Background: an optimization exercise with open tools, aiming at small area, a short achievable clock period and few clock cycles per item. Do not read the settings as production practice. Function was checked by simulation only, so behaviour that the tests miss may differ from the original.

Setup of birch:
Design triangle_setup_top, start of the top module:
module triangle_setup_top (
    input  logic        clk,
    input  logic        rstn,
    input  logic [31:0] i_v0_x,
    input  logic [31:0] i_v0_y,
    input  logic [31:0] i_v1_x,
    input  logic [31:0] i_v1_y,
    input  logic [31:0] i_v2_x,
    input  logic [31:0] i_v2_y,
    input  logic        i_dv,
    input  logic        i_ready,
    output logic        o_ready,
    output logic [31:0] o_bb_tl_x,
    output logic [31:0] o_bb_tl_y,
    output logic [31:0] o_bb_br_x,
    output logic [31:0] o_bb_br_y,
    output logic [31:0] o_edge_val0,
    output logic [31:0] o_edge_val1,
    output logic [31:0] o_edge_val2,
    output logic [31:0] o_edge_delta0_x,
    output logic [31:0] o_edge_delta0_y,
    output logic [31:0] o_edge_delta1_x,
    output logic [31:0] o_edge_delta1_y,
    output logic [31:0] o_edge_delta2_x,
    output logic [31:0] o_edge_delta2_y,
    output logic [31:0] o_area,
    output logic        o_dv,
    output logic        o_culled
);
    localparam logic [59:0] ACC_AREA = 60'h000000010000000;   
    logic        in_v;
    logic [31:0] in_x0, in_y0, in_x1, in_y1, in_x2, in_y2;
    logic [2:0]  in_lt_x, in_lt_y, in_hi_x, in_hi_y;
    logic [1:0]  tok;
    logic        s1_a, s1_e0, s1_e1, s1_e2, s1_valid;
    logic        s2_a, s2_e0, s2_e1, s2_e2, s2_valid;
    logic        acc_sub, acc_a;     
    logic        inv2;               
    logic        pend;
    logic [31:0] c_x0, c_y0, c_x1, c_y1, c_x2, c_y2;
    logic        c_wide;
    logic [25:0] tle_x, bre_x;       
    logic [24:0] tle_y, bre_y;       
    logic [31:0] op_pdx, op_pdy;                        
    logic [15:0] op_one0, op_two0, op_neg0, op_one1, op_two1, op_neg1;
    logic [59:0] sa, sb;
    logic [25:0] tl_x, br_x;
    logic [24:0] tl_y, br_y;
    logic [31:0] area_h, e0_h, e1_h;
    logic [59:0] acc;
    logic [19:0] od0x, od0y, od1x, od1y, od2x, od2y;
    logic        ready_r, run, in_free, accept, nx_valid;
    assign run      = !pend;
  ...
export LEC_CHECK = 0
export CAP_MARGIN = 20
export CORE_MARGIN = 2
export CORE_UTILIZATION = 30
export PLACE_DENSITY = 0.5
export SLEW_MARGIN = 20
create_clock -name core_clock -period 15.0 [get_ports {clk}]
standard.sh (not shown) runs the stock make flow with config.mk's settings and CLKGATE_MAP_FILE= SYNTH_SCRIPT=/design/flow/synth_recipe.tcl, a recipe that flattens the netlist after the stock synthesis.
==> flow/flow/run.sh <==
#!/bin/bash
# The standard layout (standard synthesis unchanged), with the timing repair
# after placement, clock tree and global routing aiming for 9 ns of setup slack
# at the design's clock period.
set -euo pipefail
bash standard.sh SETUP_SLACK_MARGIN=9 finish > standard_make.log 2>&1
Testbench counts of birch, summed over its fixed seeds: cycles 7,435, items 3,200.
Here is what was changed in the inputs of pine compared with birch.
--- a/flow/design.v
+++ b/flow/design.v
@@ -2620,32 +2620,27 @@
                       (acc_y[58:0] & acc_z[58:0]), acc_sub};
     efu_add eacc (
         .i_a   (acc_s),
         .i_b   (acc_c),
         .i_cin (acc_sub),
         .o_sum (acc_nx),
         .o_cy  (acc_cy)
     );
     logic done;
     assign done = (s2_e1 && !c_wide) || s2_e2;
-    logic [31:0] sx_a, sx_b, sy_a, sy_b, stx, sty;
-    always_comb begin
-        if (s2_a) begin
-            sx_a = c_y0;  sx_b = c_y1;  sy_a = c_x1;  sy_b = c_x0;
-        end else if (s2_e0) begin
-            sx_a = c_y1;  sx_b = c_y2;  sy_a = c_x2;  sy_b = c_x1;
-        end else begin
-            sx_a = c_y2;  sx_b = c_y0;  sy_a = c_x0;  sy_b = c_x2;
-        end
-    end
-    edge_step u_stx (.i_a(sx_a), .i_b(sx_b), .o_step(stx));
-    edge_step u_sty (.i_a(sy_a), .i_b(sy_b), .o_step(sty));
+    logic [31:0] st0x, st0y, st1x, st1y, st2x, st2y;
+    edge_step u_st0x (.i_a(c_y0), .i_b(c_y1), .o_step(st0x));
+    edge_step u_st0y (.i_a(c_x1), .i_b(c_x0), .o_step(st0y));
+    edge_step u_st1x (.i_a(c_y1), .i_b(c_y2), .o_step(st1x));
+    edge_step u_st1y (.i_a(c_x2), .i_b(c_x1), .o_step(st1y));
+    edge_step u_st2x (.i_a(c_y2), .i_b(c_y0), .o_step(st2x));
+    edge_step u_st2y (.i_a(c_x0), .i_b(c_x2), .o_step(st2y));
     always_ff @(posedge clk) begin
         if (ready_r) begin
             in_x0   <= i_v0_x;
             in_y0   <= i_v0_y;
             in_x1   <= i_v1_x;
             in_y1   <= i_v1_y;
             in_x2   <= i_v2_x;
             in_y2   <= i_v2_y;
             in_lt_x <= nx_lt_x;
             in_lt_y <= nx_lt_y;
@@ -2680,30 +2675,26 @@
                 tle_x  <= bb_tl_x[25:0];
                 tle_y  <= bb_tl_y[24:0];
                 bre_x  <= bb_br_x[25:0];
                 bre_y  <= bb_br_y[24:0];
             end
             if (s2_a && s2_valid) begin
                 tl_x <= tle_x;
                 tl_y <= tle_y;
                 br_x <= bre_x;
                 br_y <= bre_y;
-                od0x <= stx[19:0];
-                od0y <= sty[19:0];
-            end
-            if (s2_e0) begin
-                od1x <= stx[19:0];
-                od1y <= sty[19:0];
-            end
-            if (s2_e1) begin
-                od2x <= stx[19:0];
-                od2y <= sty[19:0];
+                od0x <= st0x[19:0];
+                od0y <= st0y[19:0];
+                od1x <= st1x[19:0];
+                od1y <= st1y[19:0];
+                od2x <= st2x[19:0];
+                od2y <= st2y[19:0];
             end
             if (s2_a)  area_h <= r_val[59:28];
             if (s2_e0) e0_h   <= r_val[59:28];
             if (s2_e1) e1_h   <= r_val[59:28];
         end
     end
     logic       in_v_nx, pend_nx, s1_a_nx, s1_valid_nx;
     logic [1:0] tok_nx;
     assign in_v_nx     = (accept && nx_valid) || (in_v && !in_free);
     assign tok_nx      = tok + {1'b0, accept && !nx_valid} - {1'b0, run && nx_a && nx_tok};
--- outcome ---
Changes observed in pine relative to birch: least setup slack across all paths after layout lost 0.060 ns; total track usage shows an increase of 1.3 points; clock-buffer cell count went up 8.
The post-CTS resize count number comes out higher for pine vs birch.
Looking only at number of nets in the layout, and setting everything else aside, the lower value of birch and pine goes to birch.
Length of routed met3 wiring went up by more than 10% going from birch to pine.
Diff birch -> pine | clock period minus worst slack | increase of 0.060 ns
[pine] sequential share of layout area fell 0.56 points relative to birch
[compare] base=birch new=pine: floorplan die area increased by 2.3% relative to the old numbers, sequential cell area fraction in the yosys report decreased by 0.65 points relative to the old numbers.
Testbench counts of pine, summed over its fixed seeds: cycles 7,435, items 3,200.

## re-timing with driven ports
In the flow no input, the clock included, has a driving cell. The finished layouts below were timed again as built, in two steps. Step 1 assumes that a clkbuf_16 drives the clock port and a buf_2 every other input. Step 2, shift: input delay + t, output delay - t, t = (earliest + latest rising clock arrival at the registers) / 2. This alone moves slack from input paths to output paths. a / b / c = ideal / step 1 / step 2; a / b = the first two.
run	t, ns	slack for setup (ns)	hold slack, ns	worst data-port slew with drivers (ns)	cell pins on the clock port's net
birch	0.970	9.061 / 9.061 / 8.225	0.387 / 0.387 / 0.387	0.09	1
pine	0.991	9.001 / 9.001 / 8.193	0.416 / 0.416 / 0.416	0.18	1
After both steps every run listed still meets setup and hold. The setup slack of birch, which loses most, moves by 0.000 ns with the drivers and by -0.836 ns with both steps.
